This design comes from an exercise in tuning for small area and a short achievable clock period on the open sky130 flow, not from production work. Where RTL was checked, it was by simulation tests only, not by an equivalence proof against the original. Only the layout flow was run in run 2; the RTL was not checked for function there. Power figures rest on the tool's default switching activity, not on a simulated workload.

==> flow/design.v, too long to show whole: its modules and the start of the top module <==
// module conv_kernel_regs: 31 lines
// module conv3x3_mac_stage: 2946 lines
// module conv_nand2: 7 lines
// module conv_a22oi: 9 lines
// module conv_nand3: 8 lines
// module conv_pg: 9 lines
// module conv_go: 8 lines
// module conv_and: 7 lines
// module conv_fa: 10 lines
// module conv_ha: 9 lines
module conv3x3_mac_stage
#(
    parameter int N     = 32,
    parameter int SHIFT = 4
) (
    input  logic        clk,
    input  logic        rst,
    input  logic        data_load,
    input  logic [71:0] window,
    input  logic        frame_start,
    input  logic        coef_we,
    input  logic [3:0]  coef_addr,
    input  logic [7:0]  coef_data,
    output logic [7:0]  pix_o,
    output logic        valid_o,
    output logic        frame_done_o
);
  // ...
==> flow/run.sh <==
#!/bin/bash
# synth_recipe.tcl (not shown) runs the flow's synth.tcl, then flattens the netlist and writes it again
# the make line also repeats each setting of config.mk as NAME=value (left out here)
make -C /OpenROAD-flow-scripts/flow DESIGN_CONFIG=/design/flow/config.mk WORK_HOME=/design/flow/orfs CLKGATE_MAP_FILE= SYNTH_SCRIPT=/design/flow/synth_recipe.tcl finish
==> flow/config.mk <==
export PLATFORM = sky130hd
export DESIGN_NAME = conv3x3_mac_stage
export DESIGN_NICKNAME = conv3x3_mac_stage
export VERILOG_FILES = /design/flow/design.v
export SDC_FILE = /design/flow/constraint.sdc
export NUM_CORES = 4
export LEC_CHECK = 0
export CAP_MARGIN = 10
export CORE_MARGIN = 2
export CORE_UTILIZATION = 60
export CTS_CLUSTER_DIAMETER = 80
export CTS_CLUSTER_SIZE = 25
export SETUP_SLACK_MARGIN = 3.6
export SLEW_MARGIN = 10
export SYNTH_HIERARCHICAL = 1
==> flow/constraint.sdc <==
create_clock -name core_clock -period 6.0 [get_ports {clk}]
set_input_delay 1.2000 -clock core_clock [delete_from_list [all_inputs] [get_ports {clk}]]
set_output_delay 1.2000 -clock core_clock [all_outputs]
set_load 0.01 [all_outputs]
==> results_dict.tcl, run 1 <==
set metrics [dict create \
    p_comb_w 0.00124 \
    ys_ff_latch 468 \
    reg2reg_from "sb_5_0" \
    min_path_type "reg -> reg" \
    via_per_inst 6.27 \
    grt_pass1_vias 20600 \
    avgSynthCellArea_um2 9.57 \
    p_sw_w 0.00216 \
    critPathMaxFanout 9 \
    period_minus_slack_ps 2460 \
    pg_clk_w 0.00218 \
    crit_end "pr0[78]" \
    die_area_um2 45300 \
    final-clk-cell-share_pct 3.23 \
    initial_utilization_pct 60.7 \
    worst_slew_pin_slew_ps 651 \
    synth_simple_gate_area_share_pct 26.9 \
    drcViolationCount 0 \
    synth_top_family_by_area "adder cells" \
    cts_buffer_depth 3 \
    post_dp_cell_area_um2 27800 \
    crit_path_max_incr_delay_ps 650 \
    status "no timing/DRC/antenna violations" \
    clock_buffers 30 \
    fin_setup_tns_ps 0 \
    cap_violations 0 \
    stdcell_area_um2 30100 \
    grt_pass1_wl_um 139000 \
    worstHoldEndpoint "pr2[29]" \
    ctsResizeCount 329 \
    fillerInstances 3075 \
    seq_cells 468 \
    regMostFlops "pr0" \
    top_usage_layer "met2" \
    final_cell_mix "nand2_1 (892), fa_1 (302), dfxtp_1 (246), nand3_1 (240), and2_1 (183)" \
]
==> run 2: changes to the inputs <==
--- a/flow/design.v
+++ b/flow/design.v
@@ -58,17 +58,17 @@
     input  logic [7:0]  coef_data,
     output logic [7:0]  pix_o,
     output logic        valid_o,
     output logic        frame_done_o
 );
     localparam int CW = $clog2(N);
     logic [CW-1:0] col, row;
     logic          last;
-    logic [4:0] vpipe;
+    logic [3:0] vpipe;
     logic [71:64]   win_q;
     logic [71:0]   coef_q;
     logic [35:0]   psum_q;
     logic [8:0] c1x_0, c2x_0, psum_0;
     logic [8:0] c1x_1, c2x_1, psum_1;
     logic [8:0] c1x_2, c2x_2, psum_2;
     logic [8:0] c1x_3, c2x_3, psum_3;
     logic sa_0_0;
@@ -828,32 +828,32 @@
     logic fs339;
     logic fc340;
     logic fs341;
     logic fc342;
     logic fs343;
     logic fc344;
     logic fs345;
     logic fc346;
-    logic fs347;
-    logic fc348;
+    logic hs347;
+    logic hc348;
     logic fs349;
     logic fc350;
     logic fs351;
     logic fc352;
-    logic fs353;
-    logic fc354;
+    logic hs353;
+    logic hc354;
     logic fs355;
     logic fc356;
     logic fs357;
     logic fc358;
     logic fs359;
     logic fc360;
-    logic fs361;
-    logic fc362;
+    logic hs361;
+    logic hc362;
     logic fs363;
     logic fc364;
     logic fs365;
     logic fc366;
     logic fs367;
     logic fc368;
     logic fs369;
     logic fc370;
@@ -932,18 +932,18 @@
     logic fs443;
     logic fc444;
     logic fs445;
     logic fc446;
     logic fs447;
     logic fc448;
     logic fs449;
     logic fc450;
-    logic fs451;
-    logic fc452;
+    logic hs451;
+    logic hc452;
     logic fs453;
     logic fc454;
     logic fs455;
     logic fc456;
     logic fs457;
     logic fc458;
     logic fs459;
     logic fc460;
@@ -966,63 +966,62 @@
     logic fs477;
     logic fc478;
     logic fs479;
     logic fc480;
     logic fs481;
     logic fc482;
     logic fs483;
     logic fc484;
-    logic [121:0] pr0;
     logic fs485;
     logic fc486;
-    logic hs487;
-    logic hc488;
+    logic fs487;
+    logic fc488;
     logic fs489;
     logic fc490;
     logic fs491;
     logic fc492;
-    logic hs493;
-    logic hc494;
+    logic fs493;
+    logic fc494;
     logic fs495;
     logic fc496;
     logic fs497;
     logic fc498;
-    logic hs499;
-    logic hc500;
+    logic fs499;
+    logic fc500;
     logic fs501;
     logic fc502;
     logic fs503;
     logic fc504;
-    logic hs505;
-    logic hc506;
+    logic fs505;
+    logic fc506;
     logic fs507;
     logic fc508;
     logic fs509;
     logic fc510;
-    logic hs511;
-    logic hc512;
+    logic fs511;
+    logic fc512;
     logic fs513;
     logic fc514;
-    logic hs515;
-    logic hc516;
-    logic hs517;
-    logic hc518;
-    logic hs519;
-    logic hc520;
+    logic fs515;
+    logic fc516;
+    logic fs517;
+    logic fc518;
+    logic fs519;
+    logic fc520;
     logic fs521;
     logic fc522;
-    logic hs523;
-    logic hc524;
+    logic fs523;
+    logic fc524;
     logic fs525;
     logic fc526;
     logic fs527;
     logic fc528;
-    logic hs529;
-    logic hc530;
+    logic fs529;
+    logic fc530;
     logic fs531;
     logic fc532;
     logic fs533;
     logic fc534;
     logic fs535;
     logic fc536;
     logic fs537;
     logic fc538;
@@ -1041,60 +1040,61 @@
     logic fs551;
     logic fc552;
     logic fs553;
     logic fc554;
     logic fs555;
     logic fc556;
     logic fs557;
     logic fc558;
-    logic fs559;
-    logic fc560;
+    logic [88:0] pr0;
+    logic hs559;
+    logic hc560;
     logic fs561;
     logic fc562;
-    logic fs563;
-    logic fc564;
+    logic hs563;
+    logic hc564;
     logic fs565;
     logic fc566;
     logic fs567;
     logic fc568;
-    logic fs569;
-    logic fc570;
+    logic hs569;
+    logic hc570;
     logic fs571;
     logic fc572;
     logic fs573;
     logic fc574;
     logic hs575;
     logic hc576;
     logic fs577;
     logic fc578;
     logic fs579;
     logic fc580;
     logic hs581;
     logic hc582;
     logic fs583;
     logic fc584;
-    logic fs585;
-    logic fc586;
+    logic hs585;
+    logic hc586;
     logic fs587;
     logic fc588;
-    logic fs589;
-    logic fc590;
-    logic fs591;
-    logic fc592;
-    logic fs593;
-    logic fc594;
+    logic hs589;
+    logic hc590;
+    logic hs591;
+    logic hc592;
+    logic hs593;
+    logic hc594;
     logic fs595;
     logic fc596;
-    logic fs597;
-    logic fc598;
+    logic hs597;
+    logic hc598;
     logic fs599;
     logic fc600;
-    logic fs601;
-    logic fc602;
+    logic hs601;
+    logic hc602;
     logic fs603;
     logic fc604;
     logic fs605;
     logic fc606;
     logic fs607;
     logic fc608;
     logic fs609;
     logic fc610;
@@ -1105,63 +1105,62 @@
     logic fs615;
     logic fc616;
     logic fs617;
     logic fc618;
     logic fs619;
     logic fc620;
     logic fs621;
     logic fc622;
-    logic hs623;
-    logic hc624;
+    logic fs623;
+    logic fc624;
     logic fs625;
     logic fc626;
     logic fs627;
     logic fc628;
     logic fs629;
     logic fc630;
-    logic [62:0] pr1;
-    logic hs631;
-    logic hc632;
+    logic fs631;
+    logic fc632;
     logic fs633;
     logic fc634;
     logic fs635;
     logic fc636;
-    logic fs637;
-    logic fc638;
-    logic fs639;
-    logic fc640;
+    logic hs637;
+    logic hc638;
+    logic hs639;
+    logic hc640;
     logic fs641;
     logic fc642;
     logic fs643;
     logic fc644;
     logic fs645;
     logic fc646;
     logic fs647;
     logic fc648;
     logic fs649;
     logic fc650;
     logic fs651;
     logic fc652;
     logic fs653;
     logic fc654;
     logic fs655;
     logic fc656;
-    logic hs657;
-    logic hc658;
+    logic fs657;
+    logic fc658;
     logic fs659;
     logic fc660;
     logic fs661;
     logic fc662;
     logic fs663;
     logic fc664;
-    logic fs665;
-    logic fc666;
-    logic fs667;
-    logic fc668;
+    logic hs665;
+    logic hc666;
+    logic hs667;
+    logic hc668;
     logic fs669;
     logic fc670;
     logic fs671;
     logic fc672;
     logic fs673;
     logic fc674;
     logic fs675;
     logic fc676;
@@ -1170,20 +1169,28 @@
     logic fs679;
     logic fc680;
     logic fs681;
     logic fc682;
     logic fs683;
     logic fc684;
     logic fs685;
     logic fc686;
-    logic hs687;
-    logic hc688;
+    logic fs687;
+    logic fc688;
+    logic fs689;
+    logic fc690;
+    logic fs691;
+    logic fc692;
+    logic fs693;
+    logic fc694;
+    logic fs695;
+    logic fc696;
     logic [4:0] lowsum;
-    logic [30:0] pr2;
+    logic [30:0] pr1;
     logic [19:0] sx;
     logic [19:0] sy;
     logic c4;
     logic [15:0] fa_, fb_;
     logic [15:0] pg, pp;
     logic neg0, neg1, zero0, zero1, c12, hneg, hzero;
     logic [7:0] lsum;
     logic log0_1;
@@ -2589,191 +2596,195 @@
     conv_fa u_fs331 (.a(fs215), .b(fc202), .c(fc204), .s(fs331), .co(fc332));
     conv_fa u_fs333 (.a(~(win_q[70] & coef_q[71])), .b((win_q[71] & coef_q[70])), .c(u_6_0[7]), .s(fs333), .co(fc334));
     conv_fa u_fs335 (.a(u_6_1[7]), .b(u_6_2[7]), .c(u_6_3[7]), .s(fs335), .co(fc336));
     conv_fa u_fs337 (.a(u_7_0[6]), .b(u_7_1[6]), .c(u_7_2[6]), .s(fs337), .co(fc338));
     conv_fa u_fs339 (.a(u_7_3[6]), .b(~u_5_0[8]), .c(~u_5_1[8]), .s(fs339), .co(fc340));
     conv_fa u_fs341 (.a(~u_5_2[8]), .b(~u_5_3[8]), .c(fc208), .s(fs341), .co(fc342));
     conv_fa u_fs343 (.a(fc210), .b(fc212), .c(fc214), .s(fs343), .co(fc344));
     conv_fa u_fs345 (.a(~(win_q[71] & coef_q[71])), .b(u_7_0[7]), .c(u_7_1[7]), .s(fs345), .co(fc346));
-    conv_fa u_fs347 (.a((win_q[64] & coef_q[64])), .b(u_0_0[0]), .c(u_0_1[0]), .s(fs347), .co(fc348));
-    conv_fa u_fs349 (.a(u_0_2[0]), .b(u_0_3[0]), .c(fs347), .s(fs349), .co(fc350));
-    conv_fa u_fs351 (.a((win_q[64] & coef_q[65])), .b((win_q[65] & coef_q[64])), .c(u_0_0[1]), .s(fs351), .co(fc352));
-    conv_fa u_fs353 (.a(u_0_1[1]), .b(u_0_2[1]), .c(u_0_3[1]), .s(fs353), .co(fc354));
-    conv_fa u_fs355 (.a(u_1_0[0]), .b(u_1_1[0]), .c(u_1_2[0]), .s(fs355), .co(fc356));
-    conv_fa u_fs357 (.a(u_1_3[0]), .b(fc348), .c(fs351), .s(fs357), .co(fc358));
-    conv_fa u_fs359 (.a(fs353), .b(fs355), .c(fc350), .s(fs359), .co(fc360));
-    conv_fa u_fs361 (.a(u_0_0[2]), .b(u_0_1[2]), .c(u_0_2[2]), .s(fs361), .co(fc362));
-    conv_fa u_fs363 (.a(u_0_3[2]), .b(u_1_0[1]), .c(u_1_1[1]), .s(fs363), .co(fc364));
-    conv_fa u_fs365 (.a(u_1_2[1]), .b(u_1_3[1]), .c(u_2_0[0]), .s(fs365), .co(fc366));
-    conv_fa u_fs367 (.a(u_2_1[0]), .b(u_2_2[0]), .c(u_2_3[0]), .s(fs367), .co(fc368));
-    conv_fa u_fs369 (.a(fs217), .b(fc352), .c(fc354), .s(fs369), .co(fc370));
-    conv_fa u_fs371 (.a(fc356), .b(fs361), .c(fs363), .s(fs371), .co(fc372));
-    conv_fa u_fs373 (.a(fs365), .b(fs367), .c(fc358), .s(fs373), .co(fc374));
-    conv_fa u_fs375 (.a(u_2_1[1]), .b(u_2_2[1]), .c(u_2_3[1]), .s(fs375), .co(fc376));
-    conv_fa u_fs377 (.a(u_3_0[0]), .b(u_3_1[0]), .c(u_3_2[0]), .s(fs377), .co(fc378));
-    conv_fa u_fs379 (.a(u_3_3[0]), .b(hs225), .c(fc218), .s(fs379), .co(fc380));
-    conv_fa u_fs381 (.a(fs77), .b(fs219), .c(fs221), .s(fs381), .co(fc382));
-    conv_fa u_fs383 (.a(fs223), .b(fc362), .c(fc364), .s(fs383), .co(fc384));
-    conv_fa u_fs385 (.a(fc366), .b(fc368), .c(fs375), .s(fs385), .co(fc386));
-    conv_fa u_fs387 (.a(fs377), .b(fs379), .c(fc370), .s(fs387), .co(fc388));
-    conv_fa u_fs389 (.a(fc372), .b(fs381), .c(fs383), .s(fs389), .co(fc390));
-    conv_fa u_fs391 (.a(hc226), .b(fc78), .c(fs79), .s(fs391), .co(fc392));
-    conv_fa u_fs393 (.a(fc220), .b(fc222), .c(fc224), .s(fs393), .co(fc394));
-    conv_fa u_fs395 (.a(fs227), .b(fs229), .c(fs231), .s(fs395), .co(fc396));
-    conv_fa u_fs397 (.a(fs233), .b(fs81), .c(fs83), .s(fs397), .co(fc398));
-    conv_fa u_fs399 (.a(fc376), .b(fc378), .c(fs235), .s(fs399), .co(fc400));
-    conv_fa u_fs401 (.a(fc380), .b(fs391), .c(fc382), .s(fs401), .co(fc402));
-    conv_fa u_fs403 (.a(fc384), .b(fc386), .c(fs393), .s(fs403), .co(fc404));
-    conv_fa u_fs405 (.a(fc228), .b(fc230), .c(fc232), .s(fs405), .co(fc406));
-    conv_fa u_fs407 (.a(fc234), .b(fs237), .c(fs239), .s(fs407), .co(fc408));
-    conv_fa u_fs409 (.a(fs95), .b(fs97), .c(fc236), .s(fs409), .co(fc410));
-    conv_fa u_fs411 (.a(fs241), .b(hs247), .c(fs243), .s(fs411), .co(fc412));
-    conv_fa u_fs413 (.a(fc392), .b(fs245), .c(fc394), .s(fs413), .co(fc414));
-    conv_fa u_fs415 (.a(fc396), .b(fc398), .c(fs405), .s(fs415), .co(fc416));
-    conv_fa u_fs417 (.a(fc238), .b(fc240), .c(fc242), .s(fs417), .co(fc418));
-    conv_fa u_fs419 (.a(hc248), .b(fc244), .c(fs249), .s(fs419), .co(fc420));
-    conv_fa u_fs421 (.a(fs115), .b(fc246), .c(fs251), .s(fs421), .co(fc422));
-    conv_fa u_fs423 (.a(fs253), .b(fs255), .c(fs257), .s(fs423), .co(fc424));
-    conv_fa u_fs425 (.a(fs259), .b(fc406), .c(fc408), .s(fs425), .co(fc426));
-    conv_fa u_fs427 (.a(fc250), .b(fc252), .c(fc254), .s(fs427), .co(fc428));
-    conv_fa u_fs429 (.a(fc256), .b(fc258), .c(fc260), .s(fs429), .co(fc430));
-    conv_fa u_fs431 (.a(fs261), .b(fs263), .c(fs265), .s(fs431), .co(fc432));
-    conv_fa u_fs433 (.a(fc262), .b(fc264), .c(fc266), .s(fs433), .co(fc434));
-    conv_fa u_fs435 (.a(fc268), .b(fs273), .c(fs275), .s(fs435), .co(fc436));
-    conv_fa u_fs437 (.a(fc274), .b(fc276), .c(fs285), .s(fs437), .co(fc438));
-    conv_fa u_fs439 (.a(fs169), .b(fc278), .c(fs287), .s(fs439), .co(fc440));
-    conv_fa u_fs441 (.a(fc286), .b(fs297), .c(fs299), .s(fs441), .co(fc442));
-    conv_fa u_fs443 (.a(fs187), .b(fc288), .c(fs301), .s(fs443), .co(fc444));
-    conv_fa u_fs445 (.a(fc298), .b(fc300), .c(fs309), .s(fs445), .co(fc446));
-    conv_fa u_fs447 (.a(fs311), .b(fs313), .c(fs205), .s(fs447), .co(fc448));
-    conv_fa u_fs449 (.a(fs321), .b(fs323), .c(fc310), .s(fs449), .co(fc450));
-    conv_fa u_fs451 (.a(fc312), .b(fc314), .c(fs325), .s(fs451), .co(fc452));
-    conv_fa u_fs453 (.a(fs327), .b(fs329), .c(fc206), .s(fs453), .co(fc454));
-    conv_fa u_fs455 (.a(fs333), .b(fs335), .c(fs337), .s(fs455), .co(fc456));
-    conv_fa u_fs457 (.a(fc216), .b(fc322), .c(fs339), .s(fs457), .co(fc458));
-    conv_fa u_fs459 (.a(fc324), .b(fs341), .c(fc326), .s(fs459), .co(fc460));
-    conv_fa u_fs461 (.a(fc328), .b(fc330), .c(fs343), .s(fs461), .co(fc462));
-    conv_fa u_fs463 (.a(u_7_2[7]), .b(u_7_3[7]), .c(~u_6_0[8]), .s(fs463), .co(fc464));
-    conv_fa u_fs465 (.a(~u_6_1[8]), .b(~u_6_2[8]), .c(~u_6_3[8]), .s(fs465), .co(fc466));
-    conv_fa u_fs467 (.a(fc334), .b(fc336), .c(fc338), .s(fs467), .co(fc468));
-    conv_fa u_fs469 (.a(fs345), .b(fc340), .c(fs463), .s(fs469), .co(fc470));
-    conv_fa u_fs471 (.a(fs465), .b(fc342), .c(fc344), .s(fs471), .co(fc472));
-    conv_fa u_fs473 (.a(fc456), .b(fs467), .c(fc458), .s(fs473), .co(fc474));
-    conv_fa u_fs475 (.a(1'b1), .b(~u_7_0[8]), .c(~u_7_1[8]), .s(fs475), .co(fc476));
-    conv_fa u_fs477 (.a(~u_7_2[8]), .b(~u_7_3[8]), .c(fc346), .s(fs477), .co(fc478));
-    conv_fa u_fs479 (.a(fc464), .b(fc466), .c(fs475), .s(fs479), .co(fc480));
-    conv_fa u_fs481 (.a(fc468), .b(fs477), .c(fc470), .s(fs481), .co(fc482));
-    conv_fa u_fs483 (.a(1'b1), .b(fc476), .c(fc478), .s(fs483), .co(fc484));
-    conv_fa u_fs485 (.a(pr0[35]), .b(pr0[36]), .c(pr0[37]), .s(fs485), .co(fc486));
-    conv_ha u_hs487 (.a(pr0[38]), .b(pr0[39]), .s(hs487), .co(hc488));
-    conv_fa u_fs489 (.a(pr0[47]), .b(pr0[48]), .c(pr0[49]), .s(fs489), .co(fc490));
-    conv_fa u_fs491 (.a(pr0[50]), .b(pr0[51]), .c(pr0[52]), .s(fs491), .co(fc492));
-    conv_ha u_hs493 (.a(pr0[53]), .b(pr0[54]), .s(hs493), .co(hc494));
-    conv_fa u_fs495 (.a(pr0[59]), .b(pr0[60]), .c(pr0[61]), .s(fs495), .co(fc496));
-    conv_fa u_fs497 (.a(pr0[62]), .b(pr0[63]), .c(pr0[64]), .s(fs497), .co(fc498));
-    conv_ha u_hs499 (.a(pr0[65]), .b(pr0[66]), .s(hs499), .co(hc500));
-    conv_fa u_fs501 (.a(pr0[70]), .b(pr0[71]), .c(pr0[72]), .s(fs501), .co(fc502));
-    conv_fa u_fs503 (.a(pr0[73]), .b(pr0[74]), .c(pr0[75]), .s(fs503), .co(fc504));
-    conv_ha u_hs505 (.a(pr0[76]), .b(pr0[77]), .s(hs505), .co(hc506));
-    conv_fa u_fs507 (.a(pr0[81]), .b(pr0[82]), .c(pr0[83]), .s(fs507), .co(fc508));
-    conv_fa u_fs509 (.a(pr0[84]), .b(pr0[85]), .c(pr0[86]), .s(fs509), .co(fc510));
-    conv_ha u_hs511 (.a(pr0[87]), .b(pr0[88]), .s(hs511), .co(hc512));
-    conv_fa u_fs513 (.a(pr0[92]), .b(pr0[93]), .c(pr0[94]), .s(fs513), .co(fc514));
-    conv_ha u_hs515 (.a(pr0[95]), .b(pr0[96]), .s(hs515), .co(hc516));
-    conv_ha u_hs517 (.a(pr0[101]), .b(pr0[102]), .s(hs517), .co(hc518));
-    conv_ha u_hs519 (.a(pr0[11]), .b(pr0[12]), .s(hs519), .co(hc520));
-    conv_fa u_fs521 (.a(pr0[18]), .b(pr0[19]), .c(pr0[20]), .s(fs521), .co(fc522));
-    conv_ha u_hs523 (.a(pr0[21]), .b(pr0[22]), .s(hs523), .co(hc524));
-    conv_fa u_fs525 (.a(pr0[26]), .b(pr0[27]), .c(pr0[28]), .s(fs525), .co(fc526));
-    conv_fa u_fs527 (.a(pr0[29]), .b(pr0[30]), .c(pr0[31]), .s(fs527), .co(fc528));
-    conv_ha u_hs529 (.a(pr0[32]), .b(pr0[33]), .s(hs529), .co(hc530));
-    conv_fa u_fs531 (.a(pr0[40]), .b(pr0[41]), .c(pr0[42]), .s(fs531), .co(fc532));
-    conv_fa u_fs533 (.a(pr0[43]), .b(pr0[44]), .c(pr0[45]), .s(fs533), .co(fc534));
-    conv_fa u_fs535 (.a(pr0[46]), .b(hs487), .c(fs485), .s(fs535), .co(fc536));
-    conv_fa u_fs537 (.a(pr0[55]), .b(pr0[56]), .c(pr0[57]), .s(fs537), .co(fc538));
-    conv_fa u_fs539 (.a(pr0[58]), .b(hc488), .c(hs493), .s(fs539), .co(fc540));
-    conv_fa u_fs541 (.a(fc486), .b(fs489), .c(fs491), .s(fs541), .co(fc542));
-    conv_fa u_fs543 (.a(pr0[67]), .b(pr0[68]), .c(pr0[69]), .s(fs543), .co(fc544));
-    conv_fa u_fs545 (.a(hc494), .b(hs499), .c(fc490), .s(fs545), .co(fc546));
-    conv_fa u_fs547 (.a(fc492), .b(fs495), .c(fs497), .s(fs547), .co(fc548));
-    conv_fa u_fs549 (.a(pr0[78]), .b(pr0[79]), .c(pr0[80]), .s(fs549), .co(fc550));
-    conv_fa u_fs551 (.a(hc500), .b(hs505), .c(fc496), .s(fs551), .co(fc552));
-    conv_fa u_fs553 (.a(fc498), .b(fs501), .c(fs503), .s(fs553), .co(fc554));
-    conv_fa u_fs555 (.a(pr0[89]), .b(pr0[90]), .c(pr0[91]), .s(fs555), .co(fc556));
-    conv_fa u_fs557 (.a(hc506), .b(hs511), .c(fc502), .s(fs557), .co(fc558));
-    conv_fa u_fs559 (.a(fc504), .b(fs507), .c(fs509), .s(fs559), .co(fc560));
-    conv_fa u_fs561 (.a(pr0[97]), .b(pr0[98]), .c(pr0[99]), .s(fs561), .co(fc562));
-    conv_fa u_fs563 (.a(pr0[100]), .b(hc512), .c(hs515), .s(fs563), .co(fc564));
-    conv_fa u_fs565 (.a(fc508), .b(fc510), .c(fs513), .s(fs565), .co(fc566));
-    conv_fa u_fs567 (.a(pr0[103]), .b(pr0[104]), .c(pr0[105]), .s(fs567), .co(fc568));
-    conv_fa u_fs569 (.a(pr0[106]), .b(pr0[107]), .c(pr0[108]), .s(fs569), .co(fc570));
-    conv_fa u_fs571 (.a(hc516), .b(hs517), .c(fc514), .s(fs571), .co(fc572));
-    conv_fa u_fs573 (.a(pr0[109]), .b(pr0[110]), .c(pr0[111]), .s(fs573), .co(fc574));
-    conv_ha u_hs575 (.a(pr0[112]), .b(pr0[113]), .s(hs575), .co(hc576));
-    conv_fa u_fs577 (.a(pr0[13]), .b(pr0[14]), .c(pr0[15]), .s(fs577), .co(fc578));
-    conv_fa u_fs579 (.a(pr0[23]), .b(pr0[24]), .c(pr0[25]), .s(fs579), .co(fc580));
-    conv_ha u_hs581 (.a(hc520), .b(hs523), .s(hs581), .co(hc582));
-    conv_fa u_fs583 (.a(pr0[34]), .b(hc524), .c(hs529), .s(fs583), .co(fc584));
-    conv_fa u_fs585 (.a(fc522), .b(fs525), .c(fs527), .s(fs585), .co(fc586));
-    conv_fa u_fs587 (.a(hc530), .b(fc526), .c(fc528), .s(fs587), .co(fc588));
-    conv_fa u_fs589 (.a(fs531), .b(fs533), .c(fs535), .s(fs589), .co(fc590));
-    conv_fa u_fs591 (.a(fc532), .b(fc534), .c(fs537), .s(fs591), .co(fc592));
-    conv_fa u_fs593 (.a(fs539), .b(fc536), .c(fs541), .s(fs593), .co(fc594));
-    conv_fa u_fs595 (.a(fc538), .b(fs543), .c(fc540), .s(fs595), .co(fc596));
-    conv_fa u_fs597 (.a(fc542), .b(fs545), .c(fs547), .s(fs597), .co(fc598));
-    conv_fa u_fs599 (.a(fc544), .b(fs549), .c(fc546), .s(fs599), .co(fc600));
-    conv_fa u_fs601 (.a(fc548), .b(fs551), .c(fs553), .s(fs601), .co(fc602));
-    conv_fa u_fs603 (.a(fc550), .b(fs555), .c(fc552), .s(fs603), .co(fc604));
-    conv_fa u_fs605 (.a(fc554), .b(fs557), .c(fs559), .s(fs605), .co(fc606));
-    conv_fa u_fs607 (.a(fc556), .b(fs561), .c(fs563), .s(fs607), .co(fc608));
-    conv_fa u_fs609 (.a(fc558), .b(fc560), .c(fs565), .s(fs609), .co(fc610));
-    conv_fa u_fs611 (.a(fc562), .b(fs567), .c(fs569), .s(fs611), .co(fc612));
-    conv_fa u_fs613 (.a(fc564), .b(fc566), .c(fs571), .s(fs613), .co(fc614));
-    conv_fa u_fs615 (.a(hs575), .b(hc518), .c(fc568), .s(fs615), .co(fc616));
-    conv_fa u_fs617 (.a(fc570), .b(fs573), .c(fc572), .s(fs617), .co(fc618));
-    conv_fa u_fs619 (.a(pr0[114]), .b(pr0[115]), .c(pr0[116]), .s(fs619), .co(fc620));
-    conv_fa u_fs621 (.a(pr0[117]), .b(hc576), .c(fc574), .s(fs621), .co(fc622));
-    conv_ha u_hs623 (.a(pr0[118]), .b(pr0[119]), .s(hs623), .co(hc624));
-    conv_fa u_fs625 (.a(fs619), .b(fc616), .c(fs621), .s(fs625), .co(fc626));
-    conv_fa u_fs627 (.a(pr0[120]), .b(hs623), .c(fc620), .s(fs627), .co(fc628));
-    conv_fa u_fs629 (.a(1'b1), .b(pr0[121]), .c(hc624), .s(fs629), .co(fc630));
-    conv_ha u_hs631 (.a(pr1[3]), .b(pr1[4]), .s(hs631), .co(hc632));
-    conv_fa u_fs633 (.a(pr1[7]), .b(pr1[8]), .c(pr1[9]), .s(fs633), .co(fc634));
-    conv_fa u_fs635 (.a(pr1[11]), .b(pr1[12]), .c(pr1[13]), .s(fs635), .co(fc636));
-    conv_fa u_fs637 (.a(pr1[15]), .b(pr1[16]), .c(pr1[17]), .s(fs637), .co(fc638));
-    conv_fa u_fs639 (.a(pr1[19]), .b(pr1[20]), .c(pr1[21]), .s(fs639), .co(fc640));
-    conv_fa u_fs641 (.a(pr1[23]), .b(pr1[24]), .c(pr1[25]), .s(fs641), .co(fc642));
-    conv_fa u_fs643 (.a(pr1[27]), .b(pr1[28]), .c(pr1[29]), .s(fs643), .co(fc644));
-    conv_fa u_fs645 (.a(pr1[31]), .b(pr1[32]), .c(pr1[33]), .s(fs645), .co(fc646));
-    conv_fa u_fs647 (.a(pr1[35]), .b(pr1[36]), .c(pr1[37]), .s(fs647), .co(fc648));
-    conv_fa u_fs649 (.a(pr1[39]), .b(pr1[40]), .c(pr1[41]), .s(fs649), .co(fc650));
-    conv_fa u_fs651 (.a(pr1[43]), .b(pr1[44]), .c(pr1[45]), .s(fs651), .co(fc652));
-    conv_fa u_fs653 (.a(pr1[47]), .b(pr1[48]), .c(pr1[49]), .s(fs653), .co(fc654));
-    conv_fa u_fs655 (.a(pr1[51]), .b(pr1[52]), .c(pr1[53]), .s(fs655), .co(fc656));
-    conv_ha u_hs657 (.a(pr1[5]), .b(pr1[6]), .s(hs657), .co(hc658));
-    conv_fa u_fs659 (.a(pr1[10]), .b(hc632), .c(fs633), .s(fs659), .co(fc660));
-    conv_fa u_fs661 (.a(pr1[14]), .b(fc634), .c(fs635), .s(fs661), .co(fc662));
-    conv_fa u_fs663 (.a(pr1[18]), .b(fc636), .c(fs637), .s(fs663), .co(fc664));
-    conv_fa u_fs665 (.a(pr1[22]), .b(fc638), .c(fs639), .s(fs665), .co(fc666));
-    conv_fa u_fs667 (.a(pr1[26]), .b(fc640), .c(fs641), .s(fs667), .co(fc668));
-    conv_fa u_fs669 (.a(pr1[30]), .b(fc642), .c(fs643), .s(fs669), .co(fc670));
-    conv_fa u_fs671 (.a(pr1[34]), .b(fc644), .c(fs645), .s(fs671), .co(fc672));
-    conv_fa u_fs673 (.a(pr1[38]), .b(fc646), .c(fs647), .s(fs673), .co(fc674));
-    conv_fa u_fs675 (.a(pr1[42]), .b(fc648), .c(fs649), .s(fs675), .co(fc676));
-    conv_fa u_fs677 (.a(pr1[46]), .b(fc650), .c(fs651), .s(fs677), .co(fc678));
-    conv_fa u_fs679 (.a(pr1[50]), .b(fc652), .c(fs653), .s(fs679), .co(fc680));
-    conv_fa u_fs681 (.a(pr1[54]), .b(fc654), .c(fs655), .s(fs681), .co(fc682));
-    conv_fa u_fs683 (.a(pr1[55]), .b(pr1[56]), .c(fc656), .s(fs683), .co(fc684));
-    conv_fa u_fs685 (.a(pr1[57]), .b(pr1[58]), .c(pr1[59]), .s(fs685), .co(fc686));
-    conv_ha u_hs687 (.a(pr1[60]), .b(pr1[61]), .s(hs687), .co(hc688));
-    assign lowsum = {1'b0, {hc658, hs657, pr1[1], pr1[0]}} + {1'b0, {fs659, hs631, pr1[2], 1'b0}};
-    assign sx = {1'b1, pr2[28], pr2[26], pr2[24], pr2[22], pr2[20], pr2[18], pr2[16], pr2[14], pr2[12], pr2[10], pr2[8], pr2[6], pr2[4], pr2[2], pr2[0], 1'b0, 1'b0, 1'b0, 1'b0};
-    assign sy = {1'b0, pr2[29], pr2[27], pr2[25], pr2[23], pr2[21], pr2[19], pr2[17], pr2[15], pr2[13], pr2[11], pr2[9], pr2[7], pr2[5], pr2[3], pr2[1], 1'b0, 1'b0, 1'b0, 1'b0};
-    assign c4 = pr2[30];
+    conv_ha u_hs347 (.a((win_q[64] & coef_q[65])), .b((win_q[65] & coef_q[64])), .s(hs347), .co(hc348));
+    conv_fa u_fs349 (.a(u_0_0[2]), .b(u_0_1[2]), .c(u_0_2[2]), .s(fs349), .co(fc350));
+    conv_fa u_fs351 (.a(u_0_3[2]), .b(u_1_0[1]), .c(u_1_1[1]), .s(fs351), .co(fc352));
+    conv_ha u_hs353 (.a(u_1_2[1]), .b(u_1_3[1]), .s(hs353), .co(hc354));
+    conv_fa u_fs355 (.a(u_2_1[1]), .b(u_2_2[1]), .c(u_2_3[1]), .s(fs355), .co(fc356));
+    conv_fa u_fs357 (.a(u_3_0[0]), .b(u_3_1[0]), .c(u_3_2[0]), .s(fs357), .co(fc358));
+    conv_fa u_fs359 (.a(u_3_3[0]), .b(hs225), .c(fc218), .s(fs359), .co(fc360));
+    conv_ha u_hs361 (.a(fs77), .b(fs219), .s(hs361), .co(hc362));
+    conv_fa u_fs363 (.a(hc226), .b(fc78), .c(fs79), .s(fs363), .co(fc364));
+    conv_fa u_fs365 (.a(fc220), .b(fc222), .c(fc224), .s(fs365), .co(fc366));
+    conv_fa u_fs367 (.a(fs227), .b(fs229), .c(fs231), .s(fs367), .co(fc368));
+    conv_fa u_fs369 (.a(fs233), .b(fs81), .c(fs83), .s(fs369), .co(fc370));
+    conv_fa u_fs371 (.a(fc228), .b(fc230), .c(fc232), .s(fs371), .co(fc372));
+    conv_fa u_fs373 (.a(fc234), .b(fs237), .c(fs239), .s(fs373), .co(fc374));
+    conv_fa u_fs375 (.a(fs95), .b(fs97), .c(fc236), .s(fs375), .co(fc376));
+    conv_fa u_fs377 (.a(fs241), .b(hs247), .c(fs243), .s(fs377), .co(fc378));
+    conv_fa u_fs379 (.a(fc238), .b(fc240), .c(fc242), .s(fs379), .co(fc380));
+    conv_fa u_fs381 (.a(hc248), .b(fc244), .c(fs249), .s(fs381), .co(fc382));
+    conv_fa u_fs383 (.a(fs115), .b(fc246), .c(fs251), .s(fs383), .co(fc384));
+    conv_fa u_fs385 (.a(fs253), .b(fs255), .c(fs257), .s(fs385), .co(fc386));
+    conv_fa u_fs387 (.a(fc250), .b(fc252), .c(fc254), .s(fs387), .co(fc388));
+    conv_fa u_fs389 (.a(fc256), .b(fc258), .c(fc260), .s(fs389), .co(fc390));
+    conv_fa u_fs391 (.a(fs261), .b(fs263), .c(fs265), .s(fs391), .co(fc392));
+    conv_fa u_fs393 (.a(fs267), .b(fs131), .c(fs269), .s(fs393), .co(fc394));
+    conv_fa u_fs395 (.a(fc262), .b(fc264), .c(fc266), .s(fs395), .co(fc396));
+    conv_fa u_fs397 (.a(fc268), .b(fs273), .c(fs275), .s(fs397), .co(fc398));
+    conv_fa u_fs399 (.a(fs151), .b(fs277), .c(fc270), .s(fs399), .co(fc400));
+    conv_fa u_fs401 (.a(fc272), .b(fs279), .c(fs281), .s(fs401), .co(fc402));
+    conv_fa u_fs403 (.a(fc274), .b(fc276), .c(fs285), .s(fs403), .co(fc404));
+    conv_fa u_fs405 (.a(fs169), .b(fc278), .c(fs287), .s(fs405), .co(fc406));
+    conv_fa u_fs407 (.a(fc280), .b(fs289), .c(fc282), .s(fs407), .co(fc408));
+    conv_fa u_fs409 (.a(fc284), .b(fs291), .c(fs293), .s(fs409), .co(fc410));
+    conv_fa u_fs411 (.a(fc286), .b(fs297), .c(fs299), .s(fs411), .co(fc412));
+    conv_fa u_fs413 (.a(fs187), .b(fc288), .c(fs301), .s(fs413), .co(fc414));
+    conv_fa u_fs415 (.a(fc290), .b(fc292), .c(fc294), .s(fs415), .co(fc416));
+    conv_fa u_fs417 (.a(fc296), .b(fs303), .c(fs305), .s(fs417), .co(fc418));
+    conv_fa u_fs419 (.a(fc298), .b(fc300), .c(fs309), .s(fs419), .co(fc420));
+    conv_fa u_fs421 (.a(fs311), .b(fs313), .c(fs205), .s(fs421), .co(fc422));
+    conv_fa u_fs423 (.a(fc302), .b(fs315), .c(fs317), .s(fs423), .co(fc424));
+    conv_fa u_fs425 (.a(fc304), .b(fc306), .c(fc308), .s(fs425), .co(fc426));
+    conv_fa u_fs427 (.a(fs321), .b(fs323), .c(fc310), .s(fs427), .co(fc428));
+    conv_fa u_fs429 (.a(fc312), .b(fc314), .c(fs325), .s(fs429), .co(fc430));
+    conv_fa u_fs431 (.a(fs327), .b(fs329), .c(fc206), .s(fs431), .co(fc432));
+    conv_fa u_fs433 (.a(fc316), .b(fc318), .c(fs331), .s(fs433), .co(fc434));
+    conv_fa u_fs435 (.a(fs333), .b(fs335), .c(fs337), .s(fs435), .co(fc436));
+    conv_fa u_fs437 (.a(fc216), .b(fc322), .c(fs339), .s(fs437), .co(fc438));
+    conv_fa u_fs439 (.a(fc324), .b(fs341), .c(fc326), .s(fs439), .co(fc440));
+    conv_fa u_fs441 (.a(fc328), .b(fc330), .c(fs343), .s(fs441), .co(fc442));
+    conv_fa u_fs443 (.a(u_7_2[7]), .b(u_7_3[7]), .c(~u_6_0[8]), .s(fs443), .co(fc444));
+    conv_fa u_fs445 (.a(~u_6_1[8]), .b(~u_6_2[8]), .c(~u_6_3[8]), .s(fs445), .co(fc446));
+    conv_fa u_fs447 (.a(fc334), .b(fc336), .c(fc338), .s(fs447), .co(fc448));
+    conv_fa u_fs449 (.a(fs345), .b(fc340), .c(fc342), .s(fs449), .co(fc450));
+    conv_ha u_hs451 (.a(1'b1), .b(~u_7_0[8]), .s(hs451), .co(hc452));
+    conv_fa u_fs453 (.a((win_q[64] & coef_q[64])), .b(u_0_0[0]), .c(u_0_1[0]), .s(fs453), .co(fc454));
+    conv_fa u_fs455 (.a(u_0_2[0]), .b(u_0_3[0]), .c(fs453), .s(fs455), .co(fc456));
+    conv_fa u_fs457 (.a(u_0_0[1]), .b(u_0_1[1]), .c(u_0_2[1]), .s(fs457), .co(fc458));
+    conv_fa u_fs459 (.a(u_0_3[1]), .b(u_1_0[0]), .c(u_1_1[0]), .s(fs459), .co(fc460));
+    conv_fa u_fs461 (.a(u_1_2[0]), .b(u_1_3[0]), .c(hs347), .s(fs461), .co(fc462));
+    conv_fa u_fs463 (.a(fc454), .b(fs457), .c(fs459), .s(fs463), .co(fc464));
+    conv_fa u_fs465 (.a(fs461), .b(fc456), .c(fs463), .s(fs465), .co(fc466));
+    conv_fa u_fs467 (.a(u_2_0[0]), .b(u_2_1[0]), .c(u_2_2[0]), .s(fs467), .co(fc468));
+    conv_fa u_fs469 (.a(u_2_3[0]), .b(hc348), .c(hs353), .s(fs469), .co(fc470));
+    conv_fa u_fs471 (.a(fs217), .b(fs349), .c(fs351), .s(fs471), .co(fc472));
+    conv_fa u_fs473 (.a(fc458), .b(fc460), .c(fs467), .s(fs473), .co(fc474));
+    conv_fa u_fs475 (.a(fc462), .b(fs469), .c(fc464), .s(fs475), .co(fc476));
+    conv_fa u_fs477 (.a(fs471), .b(fs473), .c(fc466), .s(fs477), .co(fc478));
+    conv_fa u_fs479 (.a(hc354), .b(fc350), .c(fc352), .s(fs479), .co(fc480));
+    conv_fa u_fs481 (.a(fs355), .b(fs357), .c(fs221), .s(fs481), .co(fc482));
+    conv_fa u_fs483 (.a(fs223), .b(fc468), .c(hs361), .s(fs483), .co(fc484));
+    conv_fa u_fs485 (.a(fc470), .b(fs359), .c(fc472), .s(fs485), .co(fc486));
+    conv_fa u_fs487 (.a(fc474), .b(fs479), .c(fs481), .s(fs487), .co(fc488));
+    conv_fa u_fs489 (.a(fs483), .b(fc476), .c(fs485), .s(fs489), .co(fc490));
+    conv_fa u_fs491 (.a(fc356), .b(fc358), .c(hc362), .s(fs491), .co(fc492));
+    conv_fa u_fs493 (.a(fs235), .b(fc360), .c(fs363), .s(fs493), .co(fc494));
+    conv_fa u_fs495 (.a(fs365), .b(fs367), .c(fs369), .s(fs495), .co(fc496));
+    conv_fa u_fs497 (.a(fc480), .b(fc482), .c(fc484), .s(fs497), .co(fc498));
+    conv_fa u_fs499 (.a(fs491), .b(fs493), .c(fc486), .s(fs499), .co(fc500));
+    conv_fa u_fs501 (.a(fc364), .b(fc366), .c(fc368), .s(fs501), .co(fc502));
+    conv_fa u_fs503 (.a(fc370), .b(fs371), .c(fs373), .s(fs503), .co(fc504));
+    conv_fa u_fs505 (.a(fs245), .b(fs375), .c(fc492), .s(fs505), .co(fc506));
+    conv_fa u_fs507 (.a(fs377), .b(fc494), .c(fc496), .s(fs507), .co(fc508));
+    conv_fa u_fs509 (.a(fc372), .b(fc374), .c(fs259), .s(fs509), .co(fc510));
+    conv_fa u_fs511 (.a(fc376), .b(fs379), .c(fc378), .s(fs511), .co(fc512));
+    conv_fa u_fs513 (.a(fs381), .b(fs383), .c(fs385), .s(fs513), .co(fc514));
+    conv_fa u_fs515 (.a(fc502), .b(fc504), .c(fs509), .s(fs515), .co(fc516));
+    conv_fa u_fs517 (.a(fc380), .b(fc382), .c(fs271), .s(fs517), .co(fc518));
+    conv_fa u_fs519 (.a(fc384), .b(fc386), .c(fs387), .s(fs519), .co(fc520));
+    conv_fa u_fs521 (.a(fs389), .b(fs391), .c(fc510), .s(fs521), .co(fc522));
+    conv_fa u_fs523 (.a(fc388), .b(fc390), .c(fc392), .s(fs523), .co(fc524));
+    conv_fa u_fs525 (.a(fs395), .b(fs397), .c(fs283), .s(fs525), .co(fc526));
+    conv_fa u_fs527 (.a(fc396), .b(fc398), .c(fs403), .s(fs527), .co(fc528));
+    conv_fa u_fs529 (.a(fc404), .b(fs411), .c(fs307), .s(fs529), .co(fc530));
+    conv_fa u_fs531 (.a(fc412), .b(fs419), .c(fs421), .s(fs531), .co(fc532));
+    conv_fa u_fs533 (.a(fc420), .b(fc422), .c(fs427), .s(fs533), .co(fc534));
+    conv_fa u_fs535 (.a(fs429), .b(fs431), .c(fc320), .s(fs535), .co(fc536));
+    conv_fa u_fs537 (.a(fs435), .b(fs437), .c(fc332), .s(fs537), .co(fc538));
+    conv_fa u_fs539 (.a(fc428), .b(fc430), .c(fc432), .s(fs539), .co(fc540));
+    conv_fa u_fs541 (.a(fs443), .b(fs445), .c(fc436), .s(fs541), .co(fc542));
+    conv_fa u_fs543 (.a(fs447), .b(fc344), .c(fc438), .s(fs543), .co(fc544));
+    conv_fa u_fs545 (.a(fs449), .b(fc440), .c(fc442), .s(fs545), .co(fc546));
+    conv_fa u_fs547 (.a(~u_7_1[8]), .b(~u_7_2[8]), .c(~u_7_3[8]), .s(fs547), .co(fc548));
+    conv_fa u_fs549 (.a(hs451), .b(fc346), .c(fc444), .s(fs549), .co(fc550));
+    conv_fa u_fs551 (.a(fc446), .b(fs547), .c(fc448), .s(fs551), .co(fc552));
+    conv_fa u_fs553 (.a(fs549), .b(fc450), .c(fc542), .s(fs553), .co(fc554));
+    conv_fa u_fs555 (.a(1'b1), .b(hc452), .c(fc548), .s(fs555), .co(fc556));
+    conv_fa u_fs557 (.a(fc550), .b(fs555), .c(fc552), .s(fs557), .co(fc558));
+    conv_ha u_hs559 (.a(pr0[23]), .b(pr0[24]), .s(hs559), .co(hc560));
+    conv_fa u_fs561 (.a(pr0[30]), .b(pr0[31]), .c(pr0[32]), .s(fs561), .co(fc562));
+    conv_ha u_hs563 (.a(pr0[33]), .b(pr0[34]), .s(hs563), .co(hc564));
+    conv_fa u_fs565 (.a(pr0[38]), .b(pr0[39]), .c(pr0[40]), .s(fs565), .co(fc566));
+    conv_fa u_fs567 (.a(pr0[41]), .b(pr0[42]), .c(pr0[43]), .s(fs567), .co(fc568));
+    conv_ha u_hs569 (.a(pr0[44]), .b(pr0[45]), .s(hs569), .co(hc570));
+    conv_fa u_fs571 (.a(pr0[47]), .b(pr0[48]), .c(pr0[49]), .s(fs571), .co(fc572));
+    conv_fa u_fs573 (.a(pr0[50]), .b(pr0[51]), .c(pr0[52]), .s(fs573), .co(fc574));
+    conv_ha u_hs575 (.a(pr0[53]), .b(pr0[54]), .s(hs575), .co(hc576));
+    conv_fa u_fs577 (.a(pr0[55]), .b(pr0[56]), .c(pr0[57]), .s(fs577), .co(fc578));
+    conv_fa u_fs579 (.a(pr0[58]), .b(pr0[59]), .c(pr0[60]), .s(fs579), .co(fc580));
+    conv_ha u_hs581 (.a(pr0[61]), .b(pr0[62]), .s(hs581), .co(hc582));
+    conv_fa u_fs583 (.a(pr0[63]), .b(pr0[64]), .c(pr0[65]), .s(fs583), .co(fc584));
+    conv_ha u_hs585 (.a(pr0[66]), .b(pr0[67]), .s(hs585), .co(hc586));
+    conv_fa u_fs587 (.a(pr0[69]), .b(pr0[70]), .c(pr0[71]), .s(fs587), .co(fc588));
+    conv_ha u_hs589 (.a(pr0[72]), .b(pr0[73]), .s(hs589), .co(hc590));
+    conv_ha u_hs591 (.a(pr0[76]), .b(pr0[77]), .s(hs591), .co(hc592));
+    conv_ha u_hs593 (.a(pr0[7]), .b(pr0[8]), .s(hs593), .co(hc594));
+    conv_fa u_fs595 (.a(pr0[12]), .b(pr0[13]), .c(pr0[14]), .s(fs595), .co(fc596));
+    conv_ha u_hs597 (.a(pr0[15]), .b(pr0[16]), .s(hs597), .co(hc598));
+    conv_fa u_fs599 (.a(pr0[18]), .b(pr0[19]), .c(pr0[20]), .s(fs599), .co(fc600));
+    conv_ha u_hs601 (.a(pr0[21]), .b(pr0[22]), .s(hs601), .co(hc602));
+    conv_fa u_fs603 (.a(pr0[25]), .b(pr0[26]), .c(pr0[27]), .s(fs603), .co(fc604));
+    conv_fa u_fs605 (.a(pr0[28]), .b(pr0[29]), .c(hs559), .s(fs605), .co(fc606));
+    conv_fa u_fs607 (.a(pr0[35]), .b(pr0[36]), .c(pr0[37]), .s(fs607), .co(fc608));
+    conv_fa u_fs609 (.a(hc560), .b(hs563), .c(fs561), .s(fs609), .co(fc610));
+    conv_fa u_fs611 (.a(pr0[46]), .b(hc564), .c(hs569), .s(fs611), .co(fc612));
+    conv_fa u_fs613 (.a(fc562), .b(fs565), .c(fs567), .s(fs613), .co(fc614));
+    conv_fa u_fs615 (.a(hc570), .b(hs575), .c(fc566), .s(fs615), .co(fc616));
+    conv_fa u_fs617 (.a(fc568), .b(fs571), .c(fs573), .s(fs617), .co(fc618));
+    conv_fa u_fs619 (.a(hc576), .b(hs581), .c(fc572), .s(fs619), .co(fc620));
+    conv_fa u_fs621 (.a(fc574), .b(fs577), .c(fs579), .s(fs621), .co(fc622));
+    conv_fa u_fs623 (.a(pr0[68]), .b(hc582), .c(hs585), .s(fs623), .co(fc624));
+    conv_fa u_fs625 (.a(fc578), .b(fc580), .c(fs583), .s(fs625), .co(fc626));
+    conv_fa u_fs627 (.a(pr0[74]), .b(pr0[75]), .c(hc586), .s(fs627), .co(fc628));
+    conv_fa u_fs629 (.a(hs589), .b(fc584), .c(fs587), .s(fs629), .co(fc630));
+    conv_fa u_fs631 (.a(pr0[78]), .b(pr0[79]), .c(pr0[80]), .s(fs631), .co(fc632));
+    conv_fa u_fs633 (.a(hc590), .b(hs591), .c(fc588), .s(fs633), .co(fc634));
+    conv_fa u_fs635 (.a(pr0[81]), .b(pr0[82]), .c(pr0[83]), .s(fs635), .co(fc636));
+    conv_ha u_hs637 (.a(pr0[84]), .b(hc592), .s(hs637), .co(hc638));
+    conv_ha u_hs639 (.a(pr0[9]), .b(pr0[10]), .s(hs639), .co(hc640));
+    conv_fa u_fs641 (.a(pr0[17]), .b(hc594), .c(hs597), .s(fs641), .co(fc642));
+    conv_fa u_fs643 (.a(hc598), .b(hs601), .c(fc596), .s(fs643), .co(fc644));
+    conv_fa u_fs645 (.a(hc602), .b(fc600), .c(fs603), .s(fs645), .co(fc646));
+    conv_fa u_fs647 (.a(fc604), .b(fs607), .c(fc606), .s(fs647), .co(fc648));
+    conv_fa u_fs649 (.a(fc608), .b(fs611), .c(fc610), .s(fs649), .co(fc650));
+    conv_fa u_fs651 (.a(fc612), .b(fc614), .c(fs615), .s(fs651), .co(fc652));
+    conv_fa u_fs653 (.a(fc616), .b(fc618), .c(fs619), .s(fs653), .co(fc654));
+    conv_fa u_fs655 (.a(fs623), .b(fc620), .c(fc622), .s(fs655), .co(fc656));
+    conv_fa u_fs657 (.a(fc624), .b(fs627), .c(fc626), .s(fs657), .co(fc658));
+    conv_fa u_fs659 (.a(fs631), .b(fc628), .c(fc630), .s(fs659), .co(fc660));
+    conv_fa u_fs661 (.a(fc632), .b(fs635), .c(hs637), .s(fs661), .co(fc662));
+    conv_fa u_fs663 (.a(pr0[85]), .b(pr0[86]), .c(fc636), .s(fs663), .co(fc664));
+    conv_ha u_hs665 (.a(1'b1), .b(pr0[87]), .s(hs665), .co(hc666));
+    conv_ha u_hs667 (.a(pr0[4]), .b(pr0[5]), .s(hs667), .co(hc668));
+    conv_fa u_fs669 (.a(pr0[11]), .b(hs639), .c(hs593), .s(fs669), .co(fc670));
+    conv_fa u_fs671 (.a(hc640), .b(fs595), .c(fs641), .s(fs671), .co(fc672));
+    conv_fa u_fs673 (.a(fs599), .b(fc642), .c(fs643), .s(fs673), .co(fc674));
+    conv_fa u_fs675 (.a(fs605), .b(fc644), .c(fs645), .s(fs675), .co(fc676));
+    conv_fa u_fs677 (.a(fc646), .b(fs609), .c(fs647), .s(fs677), .co(fc678));
+    conv_fa u_fs679 (.a(fs613), .b(fc648), .c(fs649), .s(fs679), .co(fc680));
+    conv_fa u_fs681 (.a(fs617), .b(fc650), .c(fs651), .s(fs681), .co(fc682));
+    conv_fa u_fs683 (.a(fs621), .b(fc652), .c(fs653), .s(fs683), .co(fc684));
+    conv_fa u_fs685 (.a(fs625), .b(fc654), .c(fs655), .s(fs685), .co(fc686));
+    conv_fa u_fs687 (.a(fs629), .b(fc656), .c(fs657), .s(fs687), .co(fc688));
+    conv_fa u_fs689 (.a(fs633), .b(fc658), .c(fs659), .s(fs689), .co(fc690));
+    conv_fa u_fs691 (.a(fc634), .b(fs661), .c(fc660), .s(fs691), .co(fc692));
+    conv_fa u_fs693 (.a(hc638), .b(fs663), .c(fc662), .s(fs693), .co(fc694));
+    conv_fa u_fs695 (.a(pr0[88]), .b(hs665), .c(fc664), .s(fs695), .co(fc696));
+    assign lowsum = {1'b0, {hs667, pr0[2], pr0[1], pr0[0]}} + {1'b0, {pr0[6], pr0[3], 1'b0, 1'b0}};
+    assign sx = {1'b1, pr1[28], pr1[26], pr1[24], pr1[22], pr1[20], pr1[18], pr1[16], pr1[14], pr1[12], pr1[10], pr1[8], pr1[6], pr1[4], pr1[2], pr1[0], 1'b0, 1'b0, 1'b0, 1'b0};
+    assign sy = {1'b0, pr1[29], pr1[27], pr1[25], pr1[23], pr1[21], pr1[19], pr1[17], pr1[15], pr1[13], pr1[11], pr1[9], pr1[7], pr1[5], pr1[3], pr1[1], 1'b0, 1'b0, 1'b0, 1'b0};
+    assign c4 = pr1[30];
     assign fa_ = sx[19:4];
     assign fb_ = sy[19:4];
     conv_pg u_pg0 (.a(fa_[0]), .b(fb_[0]), .g(pg[0]), .p(pp[0]));
     conv_pg u_pg1 (.a(fa_[1]), .b(fb_[1]), .g(pg[1]), .p(pp[1]));
     conv_pg u_pg2 (.a(fa_[2]), .b(fb_[2]), .g(pg[2]), .p(pp[2]));
     conv_pg u_pg3 (.a(fa_[3]), .b(fb_[3]), .g(pg[3]), .p(pp[3]));
     conv_pg u_pg4 (.a(fa_[4]), .b(fb_[4]), .g(pg[4]), .p(pp[4]));
     conv_pg u_pg5 (.a(fa_[5]), .b(fb_[5]), .g(pg[5]), .p(pp[5]));
@@ -2876,18 +2887,18 @@
             if (frame_start) begin
                 col <= '0;
                 row <= '0;
             end else if (data_load) begin
                 col <= (col == CW'(N-1)) ? '0 : col + 1'b1;
                 if (col == CW'(N-1)) row <= last ? '0 : row + 1'b1;
             end
             frame_done_o <= data_load && !frame_start && last;
-            vpipe        <= {vpipe[3:0], data_load && !frame_start && (row >= CW'(2)) && (col >= CW'(2))};
-            valid_o      <= vpipe[4];
+            vpipe        <= {vpipe[2:0], data_load && !frame_start && (row >= CW'(2)) && (col >= CW'(2))};
+            valid_o      <= vpipe[3];
         end
     end
     always_ff @(posedge clk) begin
         win_q[71:64] <= window[71:64];
         sa_0_0 <= window[0] & ~window[8];
         sb_0_0 <= ~window[0] & window[8];
         sc_0_0 <= window[0] & window[8];
         sa_0_1 <= window[16] & ~window[24];
@@ -2978,38 +2989,28 @@
         sb_7_1 <= ~window[23] & window[31];
         sc_7_1 <= window[23] & window[31];
         sa_7_2 <= window[39] & ~window[47];
         sb_7_2 <= ~window[39] & window[47];
         sc_7_2 <= window[39] & window[47];
         sa_7_3 <= window[55] & ~window[63];
         sb_7_3 <= ~window[55] & window[63];
         sc_7_3 <= window[55] & window[63];
-        pr0 <= {fc484, fc482, fs483, fc480, fs481, fc474, fc472, fs479, fs473, fs471, fc462, fc460, fs469, fs461, fs459, fc454, fc452, fc450, fc332, fs457, fs455, fs453, fs451, fs449, fc448, fc446, fc320, fs331, fc318, fc316, fc444, fs447, fs445, fc442, fs319, fc308, fc306, fc304, fs317, fs315, fc302, fs443, fc440, fs441, fc438, fs307, fs305, fs303, fc296, fc294, fc292, fc290, fs439, fs437, fc436, fc434, fs295, fs293, fs291, fc284, fc282, fs289, fc280, fs435, fs433, fc432, fc430, fc428, fs283, fs281, fs279, fc272, fc270, fs277, fs151, fs431, fs429, fs427, fc426, fc424, fc422, fc420, fs271, fc418, fs269, fs131, fs267, fs425, fs423, fs421, fc416, fc414, fs419, fc412, fs417, fc410, fs415, fs413, fc404, fc402, fs411, fs409, fc400, fs407, fs403, fs401, fc390, fc388, fs399, fs397, fs395, fs389, fs387, fc374, fs385, fs373, fc360, fs371, fs369, fs359, fs357, fs349};
-        pr1 <= {fc630, fs629, fc628, fc626, fs627, fc622, fs625, fc618, fs617, fc614, fs615, fc612, fs613, fc610, fc608, fs611, fs609, fc606, fc604, fs607, fs605, fs603, fc602, fc600, fs601, fs599, fc598, fc596, fs597, fc594, fs595, fc592, fs593, fc590, fs591, fc588, fs589, fs587, fc586, fc584, fs585, fs583, hc582, fc580, fs521, hs581, fs579, fc578, hs519, pr0[17], pr0[16], fs577, pr0[10], pr0[9], pr0[8], pr0[7], pr0[6], pr0[5], pr0[4], pr0[3], pr0[2], pr0[1], pr0[0]};
-        pr2 <= {lowsum[4], pr1[62], hc688, hs687, fc686, fs685, fc684, fs683, fc682, fs681, fc680, fs679, fc678, fs677, fc676, fs675, fc674, fs673, fc672, fs671, fc670, fs669, fc668, fs667, fc666, fs665, fc664, fs663, fc662, fs661, fc660};
+        pr0 <= {fc558, fc556, fs557, fc554, fs553, fc546, fc544, fs551, fs545, fc540, fc538, fs543, fs541, fs539, fc536, fc534, fs537, fc434, fs441, fs439, fs535, fs533, fc532, fc426, fs433, fc424, fs531, fc530, fs425, fc418, fc416, fs423, fc414, fs319, fs529, fc528, fs417, fs415, fc410, fc408, fs413, fc406, fs527, fc526, fc524, fs409, fs407, fc402, fc400, fs405, fs295, fs525, fs523, fc522, fc520, fs401, fc518, fs399, fc394, fs521, fs519, fc516, fc514, fs517, fc512, fs393, fs515, fs513, fc508, fs511, fc506, fs507, fc500, fs505, fc498, fs503, fs501, fs499, fc490, fs497, fs495, fc488, fs489, fc478, fs487, fs477, fs475, fs465, fs455};
+        pr1 <= {lowsum[4], hc666, fc696, fs695, fc694, fs693, fc692, fs691, fc690, fs689, fc688, fs687, fc686, fs685, fc684, fs683, fc682, fs681, fc680, fs679, fc678, fs677, fc676, fs675, fc674, fs673, fc672, fs671, fc670, fs669, hc668};
         pix_o <= hneg ? 8'h00 : hzero ? lsum : 8'hFF;
     end
 endmodule
 module conv_nand2 (
     input  logic a,
     input  logic b,
     output logic y
 );
     assign y = ~(a & b);
 endmodule
-module conv_a22oi (
-    input  logic a1,
-    input  logic a2,
-    input  logic b1,
-    input  logic b2,
-    output logic y
-);
-    assign y = ~((a1 & a2) | (b1 & b2));
-endmodule
 module conv_nand3 (
     input  logic a,
     input  logic b,
     input  logic c,
     output logic y
 );
     assign y = ~(a & b & c);
 endmodule
==> flow/config.mk (replaced) <==
export PLATFORM = sky130hd
export DESIGN_NAME = conv3x3_mac_stage
export DESIGN_NICKNAME = conv3x3_mac_stage
export VERILOG_FILES = /design/flow/design.v
export SDC_FILE = /design/flow/constraint.sdc
export NUM_CORES = 4
export LEC_CHECK = 0
export CAP_MARGIN = 20
export CORE_MARGIN = 2
export CORE_UTILIZATION = 40
export SLEW_MARGIN = 20
export SYNTH_HIERARCHICAL = 1
==> run 2 against run 1 <==
Register-to-register slack got worse by 910 ps. First-iteration DRC count decreased by 42%. Final cell count increased by 3.1%. Worst hold slack improved by 100 ps. Critical path depth increased by 1. Sequential cell count decreased by 97. Die area increased by 38%. Non-clock buffer count decreased by 30. Worst setup slack got worse by 910 ps. Global-route usage decreased by 9.8 points. Synthesized area decreased by 7.3%. Clock power increased by 28%. Largest power group unchanged. Highest routed layer is now met5.
==> results_dict.tcl, run 2 <==
set metrics [dict create \
    status "no timing/DRC/antenna violations" \
    p_sw_share_pct 28.8 \
    htreeDepth 2 \
    max_freq_ghz 0.297 \
    avgSynthCellArea_um2 9.19 \
    layout_setup_ws_ps 2630 \
    min_path_type "reg -> reg" \
    r2r_end "pr0[62]" \
    r2r_cells 6 \
    period_share_pct 56.2 \
    place_congestion 0.973 \
    synth_area_leaders "dfxtp_1 (31%), fa_1 (27%), nand2_1 (14%)" \
    utilization_pct 45.9 \
    ys_ff_latch 371 \
    synth_fa_ha_area_share_pct 31.1 \
    initial_utilization_pct 40.3 \
    path_common_cell "fa_1" \
    p_leak_nw 12.5 \
    synth-edff-count 0 \
    p_sw_w 0.00195 \
    arrival_ps 3830 \
    synth_top_family_by_area "adder cells" \
    use_met1_pct 46.0 \
    diodes 0 \
    critical_path.endpoint_type "register" \
    numCtsBuffers 44 \
    worst_slew_pin_slew_ps 924 \
    cts_buffer_depth 3 \
    ant_nets 0 \
    wl_per_cell_um 29.2 \
    ys_top_cells_by_count "nand2_1 (892), dfxtp_1 (371), fa_1 (326), nand3_1 (293), and2_1 (182)" \
    drcViolationCount 0 \
    ctsResizeCount 0 \
    vias 20100 \
    stdcell_area_um2 27600 \
    async_flop_share_pct 0 \
    yosysUniqueCellTypes 61 \
    clk_pin_slew_worst_paths_ps 60 \
    portBuffers 98 \
    max-slew-margin-rel_pct 38.3 \
    die_area_um2 62600 \
    largest_registers "pr0 (87), u_coef.coef (72), u_coef.psum (36)" \
    mappedNetlistArea_um2 24200 \
    crit_path_max_incr_delay_ps 830 \
    critPathMaxFanout 17 \
    ys_warn_count 8 \
    wirelength_um 105000 \
    synth_simple_gate_area_share_pct 29.0 \
    cts_tree "yes" \
    synthCells 2637 \
    fin_cells 3578 \
    pwr-share-seq_pct 43.4 \
    hp-start "vpipe[2]" \
    via_per_inst 5.62 \
    yosysSeqAreaShare_pct 30.6 \
    crit_buf_inv 0 \
    power_frac_comb_pct 15.4 \
    grt_usage_pct 33.6 \
    ys.flop_type "dfxtp_1" \
    cts_sinks 371 \
    synthXorXnorAreaFrac_pct 0.537 \
    post_dp_cell_area_um2 26100 \
    holdPathStages 1 \
    met2_usage_pct 52.7 \
    finalHoldViolCount 0 \
    final_cell_mix "nand2_1 (892), dfxtp_1 (371), fa_1 (326), nand3_1 (293), and2_1 (182)" \
    worstHoldEndpoint "vpipe[3]" \
    p_per_area_nw_per_um2 245 \
    yosysTopAreaCellShare_pct 30.6 \
    drtIter0Drc 2213 \
    clock-root-buffer "clkbuf_16" \
    setup_violations 0 \
    largest_register_ffs 87 \
    fin_setup_tns_ps 0 \
    synth_compound_area_share_pct 4.08 \
    dp.cells 3496 \
    io_pins 99 \
    period_minus_slack_ps 3370 \
    drt-pass1-iter-count 8 \
    insertion_delay_ps 600 \
    grt_antenna_before_repair 3 \
    drv_slew 0 \
    grt_pass1_vias 19900 \
    final_nets 3256 \
    muxShareOfSynthArea_pct 3.43 \
    hold_buffers 0 \
    synth.most_common_cell "nand2_1" \
    fp.dieH_um 250 \
    cap_violations 0 \
    layout_commonest_cell "nand2_1" \
    syn2layout_area_growth_pct 13.9 \
    r2r_slack_ps 2630 \
    critPathKind "reg -> reg" \
    crit_family "adder cells" \
    core_um2 60100 \
    path_cells "nand2_1, nand3_1, fa_1, fa_1, fa_1, fa_1" \
    post_cts_buffers 0 \
    peakVddDrop_mv 0.233 \
    grt_util_met3_pct 6.04 \
    preCtsSetupSlack_ps 2550 \
    dp_hpwl_um 84700 \
    yosys.area.top_type "dfxtp_1" \
    die_w_um 250 \
    regMostFlops "pr0" \
    rsz0062_at_grt "no" \
    pwr-share-clk_pct 41.2 \
    crit_required_ps 6460 \
    top_usage_layer "met2" \
    drive_gt1_share_pct 5.44 \
    reg2reg_from "u_coef.coef[7]" \
    grt_overflow 0 \
    crit_path_top_delay_cell "dfxtp_1" \
    rows 90 \
    internal_power_w 0.00481 \
    grt_pass1_wl_um 148000 \
    grt_start_max_net_pins 57 \
    startpoint_type "register" \
    fin_skew_ps 30.0 \
]
-- run 2: cell count changes in the layout (fill, tap and decap cells not counted), sizes merged, moves of 3 or more --
cell,change
dfxtp,-97
buf,-30
clkbuf,+25
clkdlybuf4s50,+10
clkinv,+8
clkdlybuf4s15,-7
bufinv,+3
clkinvlp,+3
inv,-3
nor3,+3
-- run 2: cell type report --
type	instances	area, um^2
Inverter	46	173
Timing Repair Buffer	99	983
Multi-Input combinational cell	2198	16500
Tap cell	782	978
Sequential cell	371	7430
Clock buffer	58	1200
Clock inverter	24	303
Fill cell	5699	32500
-- run 2: power groups by stage --
stage / registers [W] / clock network, W / logic [W]
floorplan: 0.00287 / 0 / 0.000676
global placement: 0.00298 / 0 / 0.00101
detailed placement: 0.00298 / 0 / 0.00105
CTS: 0.00293 / 0.00284 / 0.00105
global route: 0.00295 / 0.00294 / 0.00117
finish: 0.00294 / 0.00278 / 0.00104
-- run 2: Yosys stat by module, one instance, submodules excluded, a selection --
module / times used / cell area (um^2) / flip-flops and latches / cells
conv_fa: 322 / 20.0 / 0 / 1
conv_and: 19 / 6.26 / 0 / 1
conv_nand3: 288 / 5.00 / 0 / 1
conv3x3_mac_stage: 1 / 6750 / 246 / 553
conv_go: 27 / 7.51 / 0 / 1
conv_pg: 16 / 12.5 / 0 / 1
conv_ha: 26 / 12.5 / 0 / 1
conv_nand2: 864 / 3.75 / 0 / 1
-- run 2: worst max path at each step --
| stage | to | slack [ps] | cells past startpoint | from |
|---|---|---|---|---|
| floorplan | pr0[68] | 3250 | 6 | u_coef.coef[23] |
| global placement | u_coef.psum[32] | 2610 | 5 | rst |
| detailed placement | u_coef.psum[32] | 2550 | 5 | rst |
| CTS | pr0[62] | 2640 | 6 | u_coef.coef[15] |
| global route | pr0[62] | 2520 | 6 | u_coef.coef[15] |
| finish | pr0[62] | 2630 | 6 | u_coef.coef[7] |
-- run 2: per-stage QoR --
step	total power [W]	hold WS (ps)
finish	0.00676	435
CTS	0.00682	442
floorplan	0.00354	412
global placement	0.00399	420
detailed placement	0.00403	421
global route	0.00706	459
-- run 2: cells by family (layout without fill, tap and decap cells) --
family,after synthesis,after routing
fa+ha+maj,407,407
buf+inv,74,227
compound gates,143,143
flops,371,371
mux,75,75
xor+xnor,14,14
simple gates,1551,1551
other cells,2,8
-- run 2: metal layers --
metal  share of wire, %  vias to the layer above  wire length (um)
met4                4.8                        2              5050
met3                8.2                      172              8540
li1                   -                     8892                 -
met5              0.017                        -                18
met2                 44                      929             46200
met1                 43                    10100             44800

afterwards: timing with drivers on the ports:
The flow's constraints put no driver on any port. The routed layouts listed below were extracted and timed again, unchanged, in two steps. Step 1 sets driving cells, clkbuf_16 on the clock port and buf_2 on the other inputs (assumed; they add their load-dependent delay and slew). Step 2, shift: input delay + t, output delay - t, t = (earliest + latest rising clock arrival at the registers) / 2. This alone moves slack from input paths to output paths. Slacks: no drivers / after step 1 / after step 2; pairs: no drivers / after step 1.
| run | shift t [ns] | setup WS [ns] | worst setup path after step 2 | clock arrival spread, ns | slew at the worst register clock pin (ns) |
|---|---|---|---|---|---|
| run 1 | 0.659 | 3.536 / 3.536 / 3.187 | input to register | 0.032 / 0.033 | 0.10 / 0.10 |
| run 2 | 0.651 | 2.629 / 2.629 / 2.537 | input to register | 0.030 / 0.030 | 0.06 / 0.06 |
After both steps every run listed still meets setup and hold. The setup slack of run 1, which loses most, moves by 0.000 ns with the drivers and by -0.349 ns with both steps.
